Context: an optimization exercise on an open-source flow, tuned for small area and a short achievable clock period. The choices shown serve that exercise and are no tape-out recipe.
Where RTL was checked, it was by simulation tests only, not by an equivalence proof against the original.
Power figures rest on the tool's default switching activity, not on a simulated workload.

// deflate_stored_top
module deflate_stored_top (
	input  logic                        clk,
	input  logic                        rst_n,
	input  logic                        word_valid,
	input  logic [32-1:0]  word,           
	output logic                        out_valid,
	output logic [32-1:0]  out_word,
	output logic                        out_last,
	output logic [3-1:0] out_bytes,
	output logic                        done,
	output logic                        protocol_error
);
	logic        a_hdr, a_dat, a_trl;   
	logic [1:0]  a_ra;
	logic [3:0]  a_sel;
	logic [1:0]  ra_next;
	logic [31:0] a_word;
	logic        a_bf;
	logic [2:0]  b_n;                   
	logic        b_last, b_bf;
	logic [31:0] b_lanes;
	block_decoder block_decoder_i (
		.clk            (clk),
		.rst_n          (rst_n),
		.word_valid     (word_valid),
		.word           (word),
		.a_hdr          (a_hdr),
		.a_dat          (a_dat),
		.a_ra            (a_ra),
		.a_sel           (a_sel),
		.ra              (ra_next),
		.a_trl          (a_trl),
		.a_word         (a_word),
		.a_bf           (a_bf),
		.protocol_error (protocol_error)
	);
	stored_sequencer stored_sequencer_i (
		.clk     (clk),
		.rst_n   (rst_n),
		.a_hdr   (a_hdr),
		.a_dat   (a_dat),
		.a_ra     (a_ra),
		.a_sel    (a_sel),
		.ra_next  (ra_next),
		.a_trl   (a_trl),
		.a_word  (a_word),
		.a_bf    (a_bf),
		.b_n     (b_n),
		.b_last  (b_last),
		.b_bf    (b_bf),
		.b_lanes (b_lanes)
	);
	bit_packer bit_packer_i (
		.clk       (clk),
		.rst_n     (rst_n),
		.b_n       (b_n),
		.b_last    (b_last),
		.b_bf      (b_bf),
		.b_lanes   (b_lanes),
		.out_valid (out_valid),
		.out_word  (out_word),
		.out_last  (out_last),
		.out_bytes (out_bytes),
		.done      (done)
	);
endmodule
Size in the first run: about 250 flip-flops, ~74 I/O pins, roughly 14000 sq um of cells after synthesis.
Settings: LEC_CHECK=0, CAP_MARGIN=20, CORE_MARGIN=2, CORE_UTILIZATION=40, SETUP_SLACK_MARGIN=3.8, SLEW_MARGIN=20, TNS_END_PERCENT=5; clock period 6.0 ns.
standard.sh (not shown) runs the stock make flow with config.mk's settings and CLKGATE_MAP_FILE= SYNTH_SCRIPT=/design/flow/synth_recipe.tcl, a recipe that flattens the netlist after the stock synthesis.
==> flow/flow/run.sh <==
#!/bin/bash
# The standard layout, with the port buffers made of plain buffers instead of the
# slow delay buffers buffer_ports picks by default. Every port still gets its buffer.
set -euo pipefail
export BUFFER_PORTS_ARGS="-buffer_cell sky130_fd_sc_hd__buf_2"
bash standard.sh > standard.log 2>&1
Edit:
==> flow/run.sh (new file) <==
#!/bin/bash
# synth_recipe.tcl (not shown) runs the flow's synth.tcl, then flattens the netlist and writes it again
# the make line also repeats each setting of config.mk as NAME=value (left out here)
make -C /OpenROAD-flow-scripts/flow DESIGN_CONFIG=/design/flow/config.mk WORK_HOME=/design/flow/orfs CLKGATE_MAP_FILE= SYNTH_SCRIPT=/design/flow/synth_recipe.tcl finish
SETUP_SLACK_MARGIN = 3.5   (was 3.8)
removed: flow/flow/run.sh
removed: flow/standard.sh
After rerunning: The new run produced a clean layout; sequential cell count is unchanged; sequential power hardly moves; hold slack degrades by 0.0072 ns; power decreases by 0.49%.
Edit:
CTS_CLUSTER_DIAMETER = 80   (was not set)
CTS_CLUSTER_SIZE = 24   (was not set)
After rerunning: Worst hold slack stays flat. Count of clock-buffer cells in the layout is lower by 20. Non-clock buffer count is higher by 1. Worst setup slack is about the same. Die area stays the same. Sequential share of layout area is higher by 0.79 points. Total power is lower by 5.5%.
Edit:
CORE_UTILIZATION = 60   (was 40)
CTS_CLUSTER_DIAMETER = not set   (was 80)
CTS_CLUSTER_SIZE = not set   (was 24)
Outcome: The new run completed without violations. Synthesized area stays the same. Wire length drops by 4.5%. Sequential power is about the same. Final cell count falls by 6.1%. Setup slack is worse by 0.0061 ns. Non-clock buffer count decreases by 6. Count of clock-buffer cells in the layout grows by 17. Via count rises by 1.3%.
Edit:
CORE_UTILIZATION = 40   (was 60)
CTS_BUF_LIST = sky130_fd_sc_hd__clkbuf_8   (was not set)
The new run finished with timing, DRC and antenna clean; core utilization fell by 24 points; area after synthesis stays the same; combinational power went down by about 2%.
No run of this note included a check of the RTL's function; only the layout flow was run.

main:
deflate_stored_top, a different RTL version from the one above (not shown whole).
Size: roughly 250 flip-flops, roughly 74 I/O pins.
export LEC_CHECK = 0
export CAP_MARGIN = 20
export CORE_MARGIN = 2
export CORE_UTILIZATION = 40
export CTS_CLUSTER_DIAMETER = 80
export CTS_CLUSTER_SIZE = 24
export SETUP_SLACK_MARGIN = 3.5
export SLEW_MARGIN = 20
export TNS_END_PERCENT = 10
create_clock -name core_clock -period 6.0 [get_ports {clk}]
==> flow/flow/run.sh <==
#!/bin/bash
# The standard layout, with the port buffers made of plain buffers instead of the
# slow delay buffers buffer_ports picks by default. Every port still gets its buffer.
set -euo pipefail
export BUFFER_PORTS_ARGS="-buffer_cell sky130_fd_sc_hd__buf_2"
bash standard.sh > standard.log 2>&1
### main -> the feature branch
- TNS_END_PERCENT: 10 -> 5
==> comparison <==
Looking at multi-input combinational area share across main and the feature branch, the one that comes out lower is main.
Pre-CTS setup slack, main and the feature branch, lower one = the feature branch.
The feature branch vs main — utilization dropped 0.91 points.
Lower static leakage power goes to the feature branch over main.
Re first-pass GRT wire length: main and the feature branch aren't equal, and the higher value belongs to main.
Taking main as the reference, in the feature branch portion of total power attributed to combinational logic picked up an extra 0.3 points; sequential group share of total power now larger; share of total power in the clock network has decreased.
The feature branch against main: setup slack picked up an extra 32 ps, combinational group power lost about 3%.
Re depth of the worst register-to-register path: main and the feature branch aren't equal, and the higher value belongs to main.
Function was not checked in any run of this note: the RTL went through the layout flow alone.

## build 3
Another version of the RTL of deflate_stored_top (not shown whole).
Size in the first run: about 1500 cells after synthesis, roughly 74 I/O pins.
export LEC_CHECK = 0
export CAP_MARGIN = 20
export CORE_MARGIN = 2
export CORE_UTILIZATION = 40
export SETUP_SLACK_MARGIN = 4.0
export SLEW_MARGIN = 20
create_clock -name core_clock -period 6.0 [get_ports {clk}]
run.sh (not shown) runs the stock make flow with config.mk's settings and CLKGATE_MAP_FILE= SYNTH_SCRIPT=/design/flow/synth_recipe.tcl, a recipe that flattens the netlist after the stock synthesis.
Stock flow here: none of the scripts above is used.
Build 3: PASS, flow complete, no timing, DRC or antenna violations
diff inputs: build 3 => trial 50
- SETUP_SLACK_MARGIN changed from 4.0 to 3.5
--- outcome ---
In summary, trial 50 completed successfully, with a layout that passed the timing, design-rule and antenna checks. When the final numbers for build 3 and trial 50 were put side by side, the cell area turned out to be smaller in trial 50. Trial 50 — headroom to the max-slew limit 2.4 points higher, build 3 as reference. Changes observed in trial 50 relative to build 3: detail-routed net length per standard cell saw a decrease; power per cell area now smaller.
No run of this note included a check of the RTL's function; only the layout flow was run.

deflate_stored_top, a different RTL version from the one above (not shown whole).
For scale: roughly 1400 cells after synthesis, ~74 I/O pins, ~14000 sq um of cells after synthesis.
export LEC_CHECK = 0
export CAP_MARGIN = 20
export CORE_MARGIN = 2
export CORE_UTILIZATION = 40
export CTS_CLUSTER_DIAMETER = 80
export CTS_CLUSTER_SIZE = 24
export PLACE_DENSITY = 0.8
export SETUP_SLACK_MARGIN = 3.5
export SLEW_MARGIN = 20
export TNS_END_PERCENT = 10
create_clock -name core_clock -period 6.0 [get_ports {clk}]
standard.sh (not shown) runs the stock make flow with config.mk's settings and CLKGATE_MAP_FILE= SYNTH_SCRIPT=/design/flow/synth_recipe.tcl, a recipe that flattens the netlist after the stock synthesis.
Scripts as last shown in full above: flow/flow/run.sh
The baseline completed with no timing, DRC or antenna violations.
Next try:
CTS_BUF_LIST = sky130_fd_sc_hd__clkbuf_8 sky130_fd_sc_hd__clkbuf_16   (was not set)
CTS_CLUSTER_DIAMETER = 70   (was 80)
CTS_CLUSTER_SIZE = 20   (was 24)
PLACE_DENSITY = not set   (was 0.8)
Result: First-iteration DRC count falls by 8.9%; final cell count came out lower by 0.40%; total power is lower by 0.51%; die area is unchanged; clock skew goes down by 5.7 ps; worst setup slack loses 74 ps; area after synthesis does not change; synthesized cell count stays the same; utilization fell by 0.28 points; combinational power falls by 4.1%.
Next try:
CTS_BUF_LIST = not set   (was sky130_fd_sc_hd__clkbuf_8 sky130_fd_sc_hd__clkbuf_16)
CTS_CLUSTER_DIAMETER = 80   (was 70)
CTS_CLUSTER_SIZE = 24   (was 20)
TNS_END_PERCENT = 5   (was 10)
Global-route usage increases by 0.44 points.
Utilization drops by 0.56 points.
Area after synthesis stays the same.
Sequential share of layout area climbs by 0.49 points.
Via count goes up by 0.48%.
Maximum frequency grows by 0.75%.
Setup slack improves by 19 ps.
Cell area goes down by 1.1%.
Routed wire length grows by 2.2%.
Worst hold slack stays flat.
Next try:
SETUP_SLACK_MARGIN = 3.3   (was 3.5)
The changed run went through all stages and came out clean; design area goes down by 2.5%; wire length drops by 2.6%; non-clock buffer count decreases by 26.
Next try:
CAP_MARGIN = 0   (was 20)
SETUP_SLACK_MARGIN = 3.5   (was 3.3)
SLEW_MARGIN = 0   (was 20)
TNS_END_PERCENT = 10   (was 5)
Effect:
- register-to-register slack gets better by 120 ps
- design area came out higher by 2.4%
- die area does not change
- routed wire length came out lower by 0.82%
- sequential power came out lower by about 1%
- power came out higher by 0.76%
- count of clock-buffer cells in the layout came out lower by 1
Next try:
CAP_MARGIN = 5   (was 0)
SETUP_SLACK_MARGIN = 3.6   (was 3.5)
SLEW_MARGIN = 5   (was 0)
Wire length came out higher by a few percent. Non-clock buffer count came out higher by 22. Via count came out higher slightly. Combinational power came out higher by a few percent. Power came out higher by a few percent. Hold slack gains 5.9 ps.

## the previous run
deflate_stored_top, a different RTL version from the one above (not shown whole).
For scale: about 250 flip-flops, about 74 I/O pins, ~0.014 mm2 of cells after synthesis.
==> flow/config.mk <==
export PLATFORM = sky130hd
export DESIGN_NAME = deflate_stored_top
export DESIGN_NICKNAME = deflate_stored_top
export VERILOG_FILES = /design/flow/design.v
export SDC_FILE = /design/flow/constraint.sdc
export NUM_CORES = 4
export LEC_CHECK = 0
export CAP_MARGIN = 20
export CORE_MARGIN = 2
export CORE_UTILIZATION = 40
export CTS_CLUSTER_DIAMETER = 80
export CTS_CLUSTER_SIZE = 24
export SETUP_SLACK_MARGIN = 3.4
export SLEW_MARGIN = 20
export TNS_END_PERCENT = 5
==> flow/constraint.sdc <==
create_clock -name core_clock -period 6.0 [get_ports {clk}]
set_input_delay 1.2000 -clock core_clock [delete_from_list [all_inputs] [get_ports {clk}]]
set_output_delay 1.2000 -clock core_clock [all_outputs]
set_load 0.01 [all_outputs]
Scripts as last shown in full above: flow/flow/run.sh
## Diff of input files: the current run against the previous run
- SETUP_SLACK_MARGIN changed from 3.4 to 3.5
==> comparison <==
- Comparing the previous run with the current run, the met3 track demand over resource came out essentially unchanged.
- [the current run] total stage count of the critical path rose 5 relative to the previous run
- The current run vs. the previous run: area used by sequential logic in the layout held steady, mean instance size in the synthesized netlist held steady, core utilization grew by 0.49 points.
- Of the previous run and the current run, the previous run shows the higher clock period minus worst slack, with the current run below it.
- The current run and the previous run ended up with roughly the same share of power burned in the clock network.
- From the previous run to the current run the numbers moved as follows: worst hold margin level, first-pass GRT wire length moved up.

Starting RTL as in the previous note.
clock: 6.0 ns
lec_check: 0
cap_margin: 20
core_margin: 2
core_utilization: 40
cts_cluster_diameter: 80
cts_cluster_size: 24
setup_slack_margin: 3.0
slew_margin: 20
tns_end_percent: 5
Scripts as last shown in full above: flow/flow/run.sh
The starting point went through all stages and came out clean.
Next try:
--- a/flow/config.mk
+++ b/flow/config.mk
@@ -13 +13 @@
-export SETUP_SLACK_MARGIN = 3.0
+export SETUP_SLACK_MARGIN = 3.5
@@ -15 +15 @@
-export TNS_END_PERCENT = 5
+export TNS_END_PERCENT = 20
Outcome: Die area stays the same; power increases by 7.1%; global-route usage increases by 1.6 points; routed wire length increases by 9.8%; final area increases by 9.1%; setup slack gains 280 ps; cell count increases by 3.3%.
Next try:
--- a/flow/config.mk
+++ b/flow/config.mk
@@ -13 +13 @@
-export SETUP_SLACK_MARGIN = 3.5
+export SETUP_SLACK_MARGIN = 3.3
@@ -15 +15 @@
-export TNS_END_PERCENT = 20
+export TNS_END_PERCENT = 5
Effect:
- The changed run completed without violations
- non-clock buffer count shrinks by 45
- synthesized cell count is unchanged
- routed wire length drops by 6.8%
Next try:
--- a/flow/flow/run.sh
+++ b/flow/flow/run.sh
@@ -5 +5 @@
-export BUFFER_PORTS_ARGS="-buffer_cell sky130_fd_sc_hd__buf_2"
+export BUFFER_PORTS_ARGS="-buffer_cell sky130_fd_sc_hd__buf_1"
--- a/flow/config.mk
+++ b/flow/config.mk
@@ -11,3 +11,3 @@
-export CTS_CLUSTER_DIAMETER = 80
-export CTS_CLUSTER_SIZE = 24
-export SETUP_SLACK_MARGIN = 3.3
+export CTS_CLUSTER_DIAMETER = 100
+export CTS_CLUSTER_SIZE = 28
+export SETUP_SLACK_MARGIN = 3.4
What happened: Cell area came out lower by 0.48%. Sequential cell count is unchanged. Routed wire length went up by 0.35%. Total power went down by 1.9%. Clock power came out lower by 18%. Combinational power barely changes. Register-to-register slack is worse by 60 ps. Die area does not change.
Next try:
--- a/flow/config.mk
+++ b/flow/config.mk
@@ -11,2 +11,2 @@
-export CTS_CLUSTER_DIAMETER = 100
-export CTS_CLUSTER_SIZE = 28
+export CTS_CLUSTER_DIAMETER = 80
+export CTS_CLUSTER_SIZE = 24
- The changed run went through all stages and came out clean
- power rose by about 2.3%
- worst hold slack gets worse by 4.6 ps
- core utilization came out higher by 0.16 points
- clock-buffer cell count climbs by 4
- clock power goes up by 27%

deflate_stored_top with an RTL version that a note above also has.
Size: roughly 1400 cells after synthesis, about 250 flip-flops, about 74 I/O pins.
==> flow/config.mk <==
export PLATFORM = sky130hd
export DESIGN_NAME = deflate_stored_top
export DESIGN_NICKNAME = deflate_stored_top
export VERILOG_FILES = /design/flow/design.v
export SDC_FILE = /design/flow/constraint.sdc
export NUM_CORES = 4
export LEC_CHECK = 0
export CAP_MARGIN = 5
export CORE_MARGIN = 2
export CORE_UTILIZATION = 40
export CTS_CLUSTER_DIAMETER = 80
export CTS_CLUSTER_SIZE = 24
export SETUP_SLACK_MARGIN = 3.5
export SLEW_MARGIN = 5
export TNS_END_PERCENT = 10
==> flow/constraint.sdc <==
create_clock -name core_clock -period 6.0 [get_ports {clk}]
set_input_delay 1.2000 -clock core_clock [delete_from_list [all_inputs] [get_ports {clk}]]
set_output_delay 1.2000 -clock core_clock [all_outputs]
set_load 0.01 [all_outputs]
==> flow/flow/run.sh <==
#!/bin/bash
# The standard layout, with the port buffers made of plain buffers instead of the
# slow delay buffers buffer_ports picks by default. Every port still gets its buffer.
set -euo pipefail
export BUFFER_PORTS_ARGS="-buffer_cell sky130_fd_sc_hd__buf_2"
bash standard.sh > standard.log 2>&1
The starting point ran to the end with no violations.
Change:
- CAP_MARGIN: 5 -> 20
- SETUP_SLACK_MARGIN: 3.5 -> 3.6
- SLEW_MARGIN: 5 -> 20
- TNS_END_PERCENT: 10 -> 5
=> Combinational power went up by a few percent. Final cell count increases slightly. Power came out higher slightly.
Change:
- CAP_MARGIN: 20 -> 5
- PLACE_DENSITY: unset -> 0.8
- SETUP_SLACK_MARGIN: 3.6 -> 3.5
- SLEW_MARGIN: 20 -> 5
- TNS_END_PERCENT: 5 -> 10
What happened:
- The new run completed without violations
- total power shrinks by 1.7%
- core utilization decreases by 0.56 points
- combinational power shrinks by about 0.7%
- routed wire length went down by 1.0%
- final area fell by 1.1%
- area after synthesis stays the same
- maximum frequency shrinks by 0.58%
- die area is unchanged
- sequential share of layout area goes up by 0.27 points
- via count climbs by 1.1%
Change:
- CAP_MARGIN: 5 -> 20
- GPL_TIMING_DRIVEN: unset -> 1
- PLACE_DENSITY: 0.8 -> unset
- SLEW_MARGIN: 5 -> 20
Result: First-iteration DRC count went down by 15%. Critical path depth went up by 1. Cell area stays flat. Total power hardly moves. Worst hold slack is about the same.
Change:
- GPL_TIMING_DRIVEN: 1 -> unset
Effect: The changed run went through all stages and came out clean; total power is unchanged; final cell count is unchanged; worst hold slack does not change; final area is unchanged; wire length is unchanged.

what the ideal ports hide:
The flow's constraints put no driver on any port. The routed layouts listed below were extracted and timed again, unchanged, in two steps. Step 1 sets driving cells, clkbuf_16 on the clock port and buf_2 on the other inputs (assumed; they add their load-dependent delay and slew). Step 2 also shifts input and output timing later by t, the mid clock arrival at the registers, as if the neighbouring blocks saw the same clock. Slacks: ideal ports / drivers / drivers and shift; pairs: ideal ports / drivers.
run	t (ns)	setup slack, ns	worst hold slack (ns)	latest minus earliest clock arrival (ns)
the first run of note 1	0.603	3.230 / 3.230 / 3.230	0.348 / 0.348 / 0.348	0.011 / 0.011
the second run of note 1	0.608	3.270 / 3.270 / 2.827	0.341 / 0.341 / 0.341	0.029 / 0.028
the third run of note 1	0.567	3.273 / 3.273 / 2.851	0.344 / 0.344 / 0.344	0.028 / 0.027
the fourth run of note 1	0.595	3.267 / 3.267 / 2.793	0.331 / 0.331 / 0.331	0.025 / 0.025
the fifth run of note 1	0.615	3.260 / 3.260 / 2.810	0.341 / 0.341 / 0.341	0.019 / 0.019
main	0.568	3.255 / 3.255 / 3.085	0.346 / 0.346 / 0.346	0.018 / 0.018
the feature branch	0.568	3.287 / 3.287 / 3.176	0.341 / 0.341 / 0.341	0.031 / 0.030
build 3	0.611	3.334 / 3.334 / 3.334	0.349 / 0.349 / 0.349	0.024 / 0.023
trial 50	0.609	3.385 / 3.385 / 3.074	0.347 / 0.347 / 0.347	0.017 / 0.017
the first run of note 4	0.544	3.451 / 3.451 / 3.289	0.351 / 0.351 / 0.351	0.030 / 0.031
the second run of note 4	0.565	3.377 / 3.377 / 3.256	0.338 / 0.338 / 0.338	0.028 / 0.029
the third run of note 4	0.563	3.397 / 3.397 / 3.285	0.341 / 0.341 / 0.341	0.034 / 0.034
the fourth run of note 4	0.564	3.298 / 3.298 / 3.114	0.345 / 0.345 / 0.345	0.037 / 0.036
the fifth run of note 4	0.555	3.418 / 3.418 / 3.260	0.338 / 0.338 / 0.338	0.020 / 0.020
the sixth run of note 4	0.561	3.451 / 3.451 / 3.289	0.344 / 0.344 / 0.344	0.019 / 0.019
the previous run	0.550	3.247 / 3.247 / 2.712	0.338 / 0.338 / 0.338	0.026 / 0.026
the current run	0.552	3.256 / 3.268 / 2.716	0.336 / 0.336 / 0.336	0.031 / 0.030
the first run of note 6	0.553	3.043 / 3.043 / 2.566	0.338 / 0.338 / 0.338	0.024 / 0.024
the second run of note 6	0.556	3.323 / 3.323 / 2.782	0.353 / 0.353 / 0.353	0.024 / 0.024
the third run of note 6	0.553	3.239 / 3.251 / 2.697	0.336 / 0.336 / 0.336	0.027 / 0.027
the fourth run of note 6	0.547	3.197 / 3.196 / 2.649	0.354 / 0.354 / 0.354	0.030 / 0.030
the fifth run of note 6	0.568	3.187 / 3.189 / 2.621	0.350 / 0.350 / 0.350	0.014 / 0.014
the first run of note 7	0.555	3.418 / 3.418 / 3.260	0.338 / 0.338 / 0.338	0.020 / 0.020
the second run of note 7	0.557	3.439 / 3.439 / 3.236	0.335 / 0.335 / 0.335	0.015 / 0.015
the third run of note 7	0.548	3.424 / 3.424 / 3.325	0.340 / 0.340 / 0.340	0.018 / 0.018
the fourth run of note 7	0.554	3.416 / 3.416 / 3.260	0.338 / 0.338 / 0.338	0.021 / 0.021
the fifth run of note 7	0.554	3.416 / 3.416 / 3.260	0.338 / 0.338 / 0.338	0.021 / 0.021
After both steps setup and hold are still met in every run listed. For the fifth run of note 6, which loses most, drivers alone change the setup slack by +0.002 ns; drivers and shift together by -0.566 ns.
